This design comes from an exercise in tuning for small area on the open sky130 flow, not from production work. In this exercise RTL edits were held to simulation tests only and were not proved equivalent to the original. No driver is modelled on the clock port, so clock power and skew are understated where the tree is cut down; a real chip needs a root buffer or a tree. Power and IR drop assume default switching activity.

==> inputs of run C <==
## lru_page_replacement_unit
module lru_page_replacement_unit (
  input  logic        clk,
  input  logic        rst_n,
  input  logic        cfg_valid,
  output logic        cfg_ready,
  input  logic [3:0]  cfg_data,
  input  logic        in_tvalid,
  output logic        in_tready,
  input  logic [15:0] in_tdata,    
  input  logic        in_tuser,    
  output logic        out_tvalid,
  input  logic        out_tready,
  output logic [55:0] out_tdata    
);
==> module lru_page_replacement_unit, before the edit <==
module lru_page_replacement_unit (
  input  logic        clk,
  input  logic        rst_n,
  input  logic        cfg_valid,
  output logic        cfg_ready,
  input  logic [3:0]  cfg_data,
  input  logic        in_tvalid,
  output logic        in_tready,
  input  logic [15:0] in_tdata,    
  input  logic        in_tuser,    
  output logic        out_tvalid,
  input  logic        out_tready,
  output logic [55:0] out_tdata    
);
  localparam logic [1:0] S_IDLE = 2'd0;
  localparam logic [1:0] S_SCAN = 2'd1;
  localparam logic [1:0] S_UPD  = 2'd2;
  localparam logic [1:0] S_PRES = 2'd3;
  logic [1:0]  state_r;
  logic [2:0]  phase_r;       
  logic [3:0]  valid_r;       
  logic [2:0]  nm1_r;         
  logic [31:0] fault_r;
  logic [15:0] pg_r;          
  logic        hit_r;
  logic [2:0]  slot_r;
  logic [2:0]  lim_r;
  logic [15:0] ring_pg [8];
  logic [2:0]  ring_rk [8];
  logic [15:0] cur_pg;
  logic [2:0]  cur_rk;
  logic [15:0] nxt_pg;
  logic [2:0]  nxt_rk;
  logic        cur_act;
  logic        cur_val;
  logic        at_slot;
  logic        empty;
  logic        last;
  logic        first;
  logic        start;
  logic        scan;
  logic        upd;
  logic        wr;
  logic        cap;
  logic        capev;
  logic        srch;        
  logic        s_hit;
  logic        s_ld;
  logic        s_emp;
  logic        fin;
  logic        clr;
  logic        inc;
  logic [32:0] fc;
  logic [31:0] fault_d;
  logic        cfg_ld;
  logic [2:0]  cfg_nm1;
  assign cfg_ready = 1'b1;
  assign cur_pg  = ring_pg[7];
  assign cur_rk  = ring_rk[7];
  assign cur_act = (phase_r <= nm1_r);
  assign cur_val = ({1'b0, phase_r} < valid_r);
  assign at_slot = (phase_r == slot_r);
  assign empty   = (valid_r <= {1'b0, nm1_r});
  assign last    = (phase_r == 3'd7);
  assign first   = (phase_r == 3'd0);
  assign scan    = (state_r == S_SCAN);
  assign upd     = (state_r == S_UPD);
  assign in_tready = upd && last;
  assign start     = (state_r == S_IDLE) && last && in_tvalid;
  assign wr     = upd && at_slot;
  assign nxt_pg = ({16{wr}} & in_tdata) | ({16{!wr}} & cur_pg);
  always_comb begin
    nxt_rk = cur_rk;
    if (upd) begin
      if (at_slot) begin
        nxt_rk = 3'd0;
      end else if (cur_rk < lim_r) begin
        nxt_rk = cur_rk + 3'd1;
      end
    end
  end
  always_ff @(posedge clk) begin
    ring_pg[0] <= nxt_pg;
    ring_rk[0] <= nxt_rk;
    for (int i = 1; i < 8; i++) begin
      ring_pg[i] <= ring_pg[i-1];
      ring_rk[i] <= ring_rk[i-1];
    end
  end
  assign cfg_ld  = cfg_valid || !rst_n;
  assign cfg_nm1 = (cfg_data[3] || !rst_n) ? 3'd7 :
                   (cfg_data[2:0] == 3'd0) ? 3'd0 : (cfg_data[2:0] - 3'd1);
  always_ff @(posedge clk) begin
    if (cfg_ld) begin
      nm1_r <= cfg_nm1;
    end
  end
  assign fin = upd && last;
  assign clr = !rst_n || (start && in_tuser);
  assign inc = fin && !hit_r;
  always_comb begin
    fc[0] = inc && !(&fault_r);
    for (int i = 0; i < 32; i++) begin
      fault_d[i] = !clr && (fault_r[i] ^ fc[i]);
      fc[i+1]    = fc[i] && fault_r[i];
    end
  end
  always_ff @(posedge clk) begin
    fault_r <= fault_d;
  end
  always_ff @(posedge clk) begin
    if (!rst_n) begin
      state_r <= S_IDLE;
      phase_r <= 3'd0;
      valid_r <= 4'd0;
    end else begin
      phase_r <= phase_r + 3'd1;
      unique case (state_r)
        S_IDLE: begin
          if (start) begin
            state_r <= S_SCAN;
            if (in_tuser) begin
              valid_r <= 4'd0;
            end
          end
        end
        S_SCAN: begin
          if (last) begin
            state_r <= S_UPD;
          end
        end
        S_UPD: begin
          if (last) begin
            state_r <= S_PRES;
          end
        end
        default: begin
          if (out_tready) begin
            state_r <= S_IDLE;
            if (!hit_r && empty) begin
              valid_r <= valid_r + 4'd1;
            end
          end
        end
      endcase
    end
  end
  assign srch  = scan && cur_act && (first || !hit_r);
  assign s_hit = srch && cur_val && (cur_pg == in_tdata);
  assign s_emp = srch && ({1'b0, phase_r} == valid_r);
  assign s_ld  = s_emp || (srch && cur_val && (first || s_hit || (cur_rk > lim_r)));
  assign cap   = upd && at_slot;
  assign capev = cap && !hit_r && !empty;
  always_ff @(posedge clk) begin
    hit_r  <= s_hit || (!(scan && first) && hit_r);
    if (s_ld) begin
      slot_r <= phase_r;
    end
    if (s_ld) begin
      lim_r <= cur_rk | {3{s_emp}};
    end
    pg_r   <= ({16{capev}} & cur_pg) | ({16{!cap}} & pg_r);
  end
  assign out_tvalid = (state_r == S_PRES);
  assign out_tdata  = {3'b000, fault_r, pg_r, !hit_r && !empty, slot_r, hit_r};
endmodule
==> flow/config.mk <==
export PLATFORM = sky130hd
export DESIGN_NAME = lru_page_replacement_unit
export DESIGN_NICKNAME = lru_page_replacement_unit
export VERILOG_FILES = /design/flow/design.v
export SDC_FILE = /design/flow/constraint.sdc
export NUM_CORES = 4
export LEC_CHECK = 0
export ABC_AREA = 1
export CAP_MARGIN = 20
export CORE_MARGIN = 2
export CORE_UTILIZATION = 60
export SLEW_MARGIN = 20
==> flow/constraint.sdc <==
create_clock -name core_clock -period 5.0 [get_ports {clk}]
set_input_delay 1.0000 -clock core_clock [delete_from_list [all_inputs] [get_ports {clk}]]
set_output_delay 1.0000 -clock core_clock [all_outputs]
set_load 0.01 [all_outputs]
standard.sh (not shown) runs the stock make flow with config.mk's settings and CLKGATE_MAP_FILE= SYNTH_SCRIPT=/design/flow/synth_recipe.tcl, a recipe that flattens the netlist after the stock synthesis.
==> flow/flow/run.sh <==
#!/bin/bash
# Own layout flow: the standard flow (standard.sh, all ORFS steps) with
#  - synthesis: an area-oriented ABC script with a time-limited deepsyn pass (flow/abc_area.script, picked by
#    ABC_AREA=1 in config.mk) and no extraction of half/full adder cells;
#    registers are mapped exactly as in the standard synthesis,
#  - the smallest buffer (buf_1) on every input and output port,
#  - a one-level clock tree (flow/manual_cts.tcl) in place of TritonCTS: a few
#    clock buffers, each driving the flip-flops of one region, all fed from
#    the clk port; the rest of the CTS step (placement legalisation, timing
#    repair) is ORFS's own.
# make's output goes to standard.log; ORFS keeps each step's log in orfs/logs.
set -euo pipefail
W=$(pwd)
rm -rf "$W/scripts"
cp -r "$FLOW_HOME/scripts" "$W/scripts"
cp "$W/flow/abc_area.script" "$W/scripts/abc_area.script"
grep -q 'log_cmd clock_tree_synthesis {\*}$cts_args' "$W/scripts/cts.tcl"
sed -i 's|log_cmd clock_tree_synthesis {\*}$cts_args|source $::env(MANUAL_CTS_TCL)|' "$W/scripts/cts.tcl"
export SCRIPTS_DIR="$W/scripts"
export ADDER_MAP_FILE=
export BUFFER_PORTS_ARGS="-buffer_cell sky130_fd_sc_hd__buf_1"
export MANUAL_CTS_TCL="$W/flow/manual_cts.tcl"
export MANUAL_CTS_GROUPS=7
export MANUAL_CTS_ROOT=sky130_fd_sc_hd__clkbuf_8
export MANUAL_CTS_CELL=sky130_fd_sc_hd__clkbuf_16
bash "$W/standard.sh" > "$W/standard.log" 2>&1
==> flow/flow/abc_area.script <==
&get -n
&st
&deepsyn -T 40
&dch
&nf -R 1000
&put
==> flow/flow/manual_cts.tcl <==
# A small clock tree in place of TritonCTS: the clock flip-flops are split into
# groups of nearby sinks (recursive halving by x and y median), and each group
# is driven by one clock buffer at its centre. The group buffers are fed from
# the clk port, or, with MANUAL_CTS_ROOT set, from one root buffer at the centre
# of the sinks. Every flip-flop gets its clock through the same kind and number
# of buffers, so the tree has no deliberate skew.
set mcts_groups [expr { [info exists ::env(MANUAL_CTS_GROUPS)] ? $::env(MANUAL_CTS_GROUPS) : 4 }]
set mcts_cell [expr { [info exists ::env(MANUAL_CTS_CELL)] ? $::env(MANUAL_CTS_CELL) : "sky130_fd_sc_hd__clkbuf_16" }]
set block [ord::get_db_block]
set db [ord::get_db]
set clk_port_net [$block findNet clk]
set master [$db findMaster $mcts_cell]
set mcts_root [expr { [info exists ::env(MANUAL_CTS_ROOT)] ? $::env(MANUAL_CTS_ROOT) : "" }]

set sinks {}
foreach it [$clk_port_net getITerms] {
  set inst [$it getInst]
  set bb [$inst getBBox]
  set x [expr { ([$bb xMin] + [$bb xMax]) / 2 }]
  set y [expr { ([$bb yMin] + [$bb yMax]) / 2 }]
  lappend sinks [list $it $x $y]
}
puts "manual cts: [llength $sinks] sinks on clk, $mcts_groups groups of $mcts_cell"

# split a list of sinks into n groups by alternating x / y median cuts
proc mcts_split { sinks n axis } {
  if { $n <= 1 || [llength $sinks] <= 1 } {
    return [list $sinks]
  }
  set idx [expr { $axis == 0 ? 1 : 2 }]
  set sorted [lsort -integer -index $idx $sinks]
  set n1 [expr { $n / 2 }]
  set n2 [expr { $n - $n1 }]
  set cut [expr { ([llength $sorted] * $n1) / $n }]
  set a [lrange $sorted 0 [expr { $cut - 1 }]]
  set b [lrange $sorted $cut end]
  set next [expr { 1 - $axis }]
  return [concat [mcts_split $a $n1 $next] [mcts_split $b $n2 $next]]
}

set bb [$block getDieArea]
set axis [expr { ([$bb xMax] - [$bb xMin]) >= ([$bb yMax] - [$bb yMin]) ? 0 : 1 }]
set groups [mcts_split $sinks $mcts_groups $axis]
set feed_net $clk_port_net
if { $mcts_root ne "" } {
  set rmaster [$db findMaster $mcts_root]
  set sx 0
  set sy 0
  foreach s $sinks {
    set sx [expr { $sx + [lindex $s 1] }]
    set sy [expr { $sy + [lindex $s 2] }]
  }
  set rinst [odb::dbInst_create $block $rmaster "clkbuf_root_clk"]
  set feed_net [odb::dbNet_create $block "clknet_root_clk"]
  $feed_net setSigType CLOCK
  [$rinst findITerm A] connect $clk_port_net
  [$rinst findITerm X] connect $feed_net
  $rinst setLocation [expr { $sx / [llength $sinks] - [$rmaster getWidth] / 2 }] [expr { $sy / [llength $sinks] - [$rmaster getHeight] / 2 }]
  $rinst setPlacementStatus PLACED
}
set k 0
foreach g $groups {
  if { [llength $g] == 0 } { continue }
  set sx 0
  set sy 0
  foreach s $g {
    set sx [expr { $sx + [lindex $s 1] }]
    set sy [expr { $sy + [lindex $s 2] }]
  }
  set cx [expr { $sx / [llength $g] }]
  set cy [expr { $sy / [llength $g] }]
  set inst [odb::dbInst_create $block $master "clkbuf_leaf_${k}_clk"]
  set net [odb::dbNet_create $block "clknet_leaf_${k}_clk"]
  $net setSigType CLOCK
  [$inst findITerm A] connect $feed_net
  [$inst findITerm X] connect $net
  foreach s $g {
    set it [lindex $s 0]
    $it disconnect
    $it connect $net
  }
  $inst setLocation [expr { $cx - [$master getWidth] / 2 }] [expr { $cy - [$master getHeight] / 2 }]
  $inst setPlacementStatus PLACED
  puts "manual cts: clkbuf_leaf_${k}_clk drives [llength $g] sinks at ($cx, $cy)"
  incr k
}
$clk_port_net setSigType CLOCK
global_connect
set_propagated_clock [all_clocks]
==> run H (differences from run C) <==
--- a/flow/design.v
+++ b/flow/design.v
@@ -51,5 +51,5 @@
   logic        s_hit;
   logic        s_ld;
-  logic        s_emp;
+  logic        s_lim;
   logic        fin;
   logic        clr;
@@ -79,5 +79,5 @@
       if (at_slot) begin
         nxt_rk = 3'd0;
-      end else if (cur_rk < lim_r) begin
+      end else if (cur_val && ((!hit_r && empty) || (cur_rk < lim_r))) begin
         nxt_rk = cur_rk + 3'd1;
       end
@@ -152,6 +152,6 @@
   assign srch  = scan && cur_act && (first || !hit_r);
   assign s_hit = srch && cur_val && (cur_pg == in_tdata);
-  assign s_emp = srch && ({1'b0, phase_r} == valid_r);
-  assign s_ld  = s_emp || (srch && cur_val && (first || s_hit || (cur_rk > lim_r)));
+  assign s_lim = srch && cur_val && (first || s_hit || (cur_rk > lim_r));
+  assign s_ld  = s_lim || (srch && ({1'b0, phase_r} == valid_r));
   assign cap   = upd && at_slot;
   assign capev = cap && !hit_r && !empty;
@@ -161,6 +161,6 @@
       slot_r <= phase_r;
     end
-    if (s_ld) begin
-      lim_r <= cur_rk | {3{s_emp}};
+    if (s_lim) begin
+      lim_r <= cur_rk;
     end
     pg_r   <= ({16{capev}} & cur_pg) | ({16{!cap}} & pg_r);
--- a/flow/flow/run.sh
+++ b/flow/flow/run.sh
@@ -1,5 +1,5 @@
 #!/bin/bash
 # Own layout flow: the standard flow (standard.sh, all ORFS steps) with
-#  - synthesis: an area-oriented ABC script with a time-limited deepsyn pass (flow/abc_area.script, picked by
+#  - synthesis: an area-oriented ABC script (flow/abc_area.script, picked by
 #    ABC_AREA=1 in config.mk) and no extraction of half/full adder cells;
 #    registers are mapped exactly as in the standard synthesis,
==> flow/flow/abc_area.script (replaced) <==
&get -n
&st
&dch
&nf -R 1000
&st
&syn2
&dch
&nf -R 1000
&put
==> run F (differences from run C) <==
--- a/flow/design.v
+++ b/flow/design.v
@@ -51,5 +51,5 @@
   logic        s_hit;
   logic        s_ld;
-  logic        s_emp;
+  logic        s_lim;
   logic        fin;
   logic        clr;
@@ -79,5 +79,5 @@
       if (at_slot) begin
         nxt_rk = 3'd0;
-      end else if (cur_rk < lim_r) begin
+      end else if (cur_val && ((!hit_r && empty) || (cur_rk < lim_r))) begin
         nxt_rk = cur_rk + 3'd1;
       end
@@ -152,6 +152,6 @@
   assign srch  = scan && cur_act && (first || !hit_r);
   assign s_hit = srch && cur_val && (cur_pg == in_tdata);
-  assign s_emp = srch && ({1'b0, phase_r} == valid_r);
-  assign s_ld  = s_emp || (srch && cur_val && (first || s_hit || (cur_rk > lim_r)));
+  assign s_lim = srch && cur_val && (first || s_hit || (cur_rk > lim_r));
+  assign s_ld  = s_lim || (srch && ({1'b0, phase_r} == valid_r));
   assign cap   = upd && at_slot;
   assign capev = cap && !hit_r && !empty;
@@ -161,6 +161,6 @@
       slot_r <= phase_r;
     end
-    if (s_ld) begin
-      lim_r <= cur_rk | {3{s_emp}};
+    if (s_lim) begin
+      lim_r <= cur_rk;
     end
     pg_r   <= ({16{capev}} & cur_pg) | ({16{!cap}} & pg_r);
==> flow/flow/run.sh (replaced) <==
#!/bin/bash
# Own layout flow: the standard flow (standard.sh, all ORFS steps) with
#  - synthesis: an area-oriented ABC script (flow/abc_area.script, picked by
#    ABC_AREA=1 in config.mk) and no extraction of half/full adder cells;
#    registers are mapped exactly as in the standard synthesis,
#  - the smallest buffer (buf_1) on every input and output port,
#  - a clock tree with larger sink clusters and no dummy loads.
# make's output goes to standard.log; ORFS keeps each step's log in orfs/logs.
set -euo pipefail
W=$(pwd)
rm -rf "$W/scripts"
cp -r "$FLOW_HOME/scripts" "$W/scripts"
cp "$W/flow/abc_area.script" "$W/scripts/abc_area.script"
export SCRIPTS_DIR="$W/scripts"
export ADDER_MAP_FILE=
export BUFFER_PORTS_ARGS="-buffer_cell sky130_fd_sc_hd__buf_1"
export CTS_ARGS="-sink_clustering_enable -repair_clock_nets -dont_use_dummy_load -sink_clustering_size 20 -sink_clustering_max_diameter 60 -buf_list {sky130_fd_sc_hd__clkbuf_8}"
bash "$W/standard.sh" > "$W/standard.log" 2>&1
==> flow/flow/abc_area.script (replaced) <==
&get -n
&st
&dch
&nf -R 1000
&st
&syn2
&dch
&nf -R 1000
&put
CORE_UTILIZATION = 40   (was 60)
removed: flow/flow/manual_cts.tcl
==> notes.md <==
| item | run C | run H | run F |
|---|---|---|---|
| Status | no timing/DRC/antenna violations | no timing/DRC/antenna violations | no timing/DRC/antenna violations |
| Setup ws final | 0.503 ns | 1.77 ns | 1.69 ns |
| Worst-Skew Late Latency | 0.43 ns | 0.43 ns | 0.49 ns |
| Placed cell count | 718 | 758 | 813 |
| First-pass GRT wire length | 17400 um | 16800 um | 18200 um |
| Cell internal pwr | 2.06 mW | 2.06 mW | 2.07 mW |
| Clock network fraction of total power | 28.5% | 28.5% | 29.6% |
| Slew at the pin closest to its max-slew limit | 0.944 ns | 0.685 ns | 0.770 ns |
| Non-clock inverter count | 23 | 11 | 11 |
| Post-route cell area | 6760 um^2 | 6810 um^2 | 6910 um^2 |
| Routed wire per std cell | 14.2 um | 13.4 um | 13.3 um |
| Total stage count of the critical path | 18 | 8 | 8 |
| Site row count | 36 | 36 | 45 |
| Combinational power share | 1.8% | 1.7% | 1.8% |
| Non-filler instance count after layout | 726 | 766 | 829 |
| Post-Place Worst Slack | 0.286 ns | 2.00 ns | 2.06 ns |
| Sw Ratio | 19.3% | 19.3% | 20.0% |
The clock cells of run C and run H come from the design's own scripts or RTL, not from TritonCTS.

[separate check: timing with driven ports]
How much do the figures lean on ideal ports? The routed layouts below were timed once more, with nothing changed but the port constraints. Step 1 sets driving cells, clkbuf_16 on the clock port and buf_2 on the other inputs (assumed; they add their load-dependent delay and slew). Step 2 moves the port delays by t, midway between the first and last clock arrival at a register: inputs arrive t later, outputs are due t later. That takes back most of the time a late clock gives input paths. a / b / c = ideal / step 1 / step 2; a / b = the first two.
| run | shift t [ns] | setup slack, ns | hold slack, ns |
|---|---|---|---|
| run C | 0.455 | 0.503 / 0.503 / 0.503 | 0.331 / 0.331 / 0.331 |
| run H | 0.452 | 1.768 / 1.739 / 2.083 | 0.330 / 0.330 / 0.330 |
| run F | 0.497 | 1.689 / 1.654 / 1.992 | 0.275 / 0.275 / 0.275 |
After both steps setup and hold are still met in every run listed.
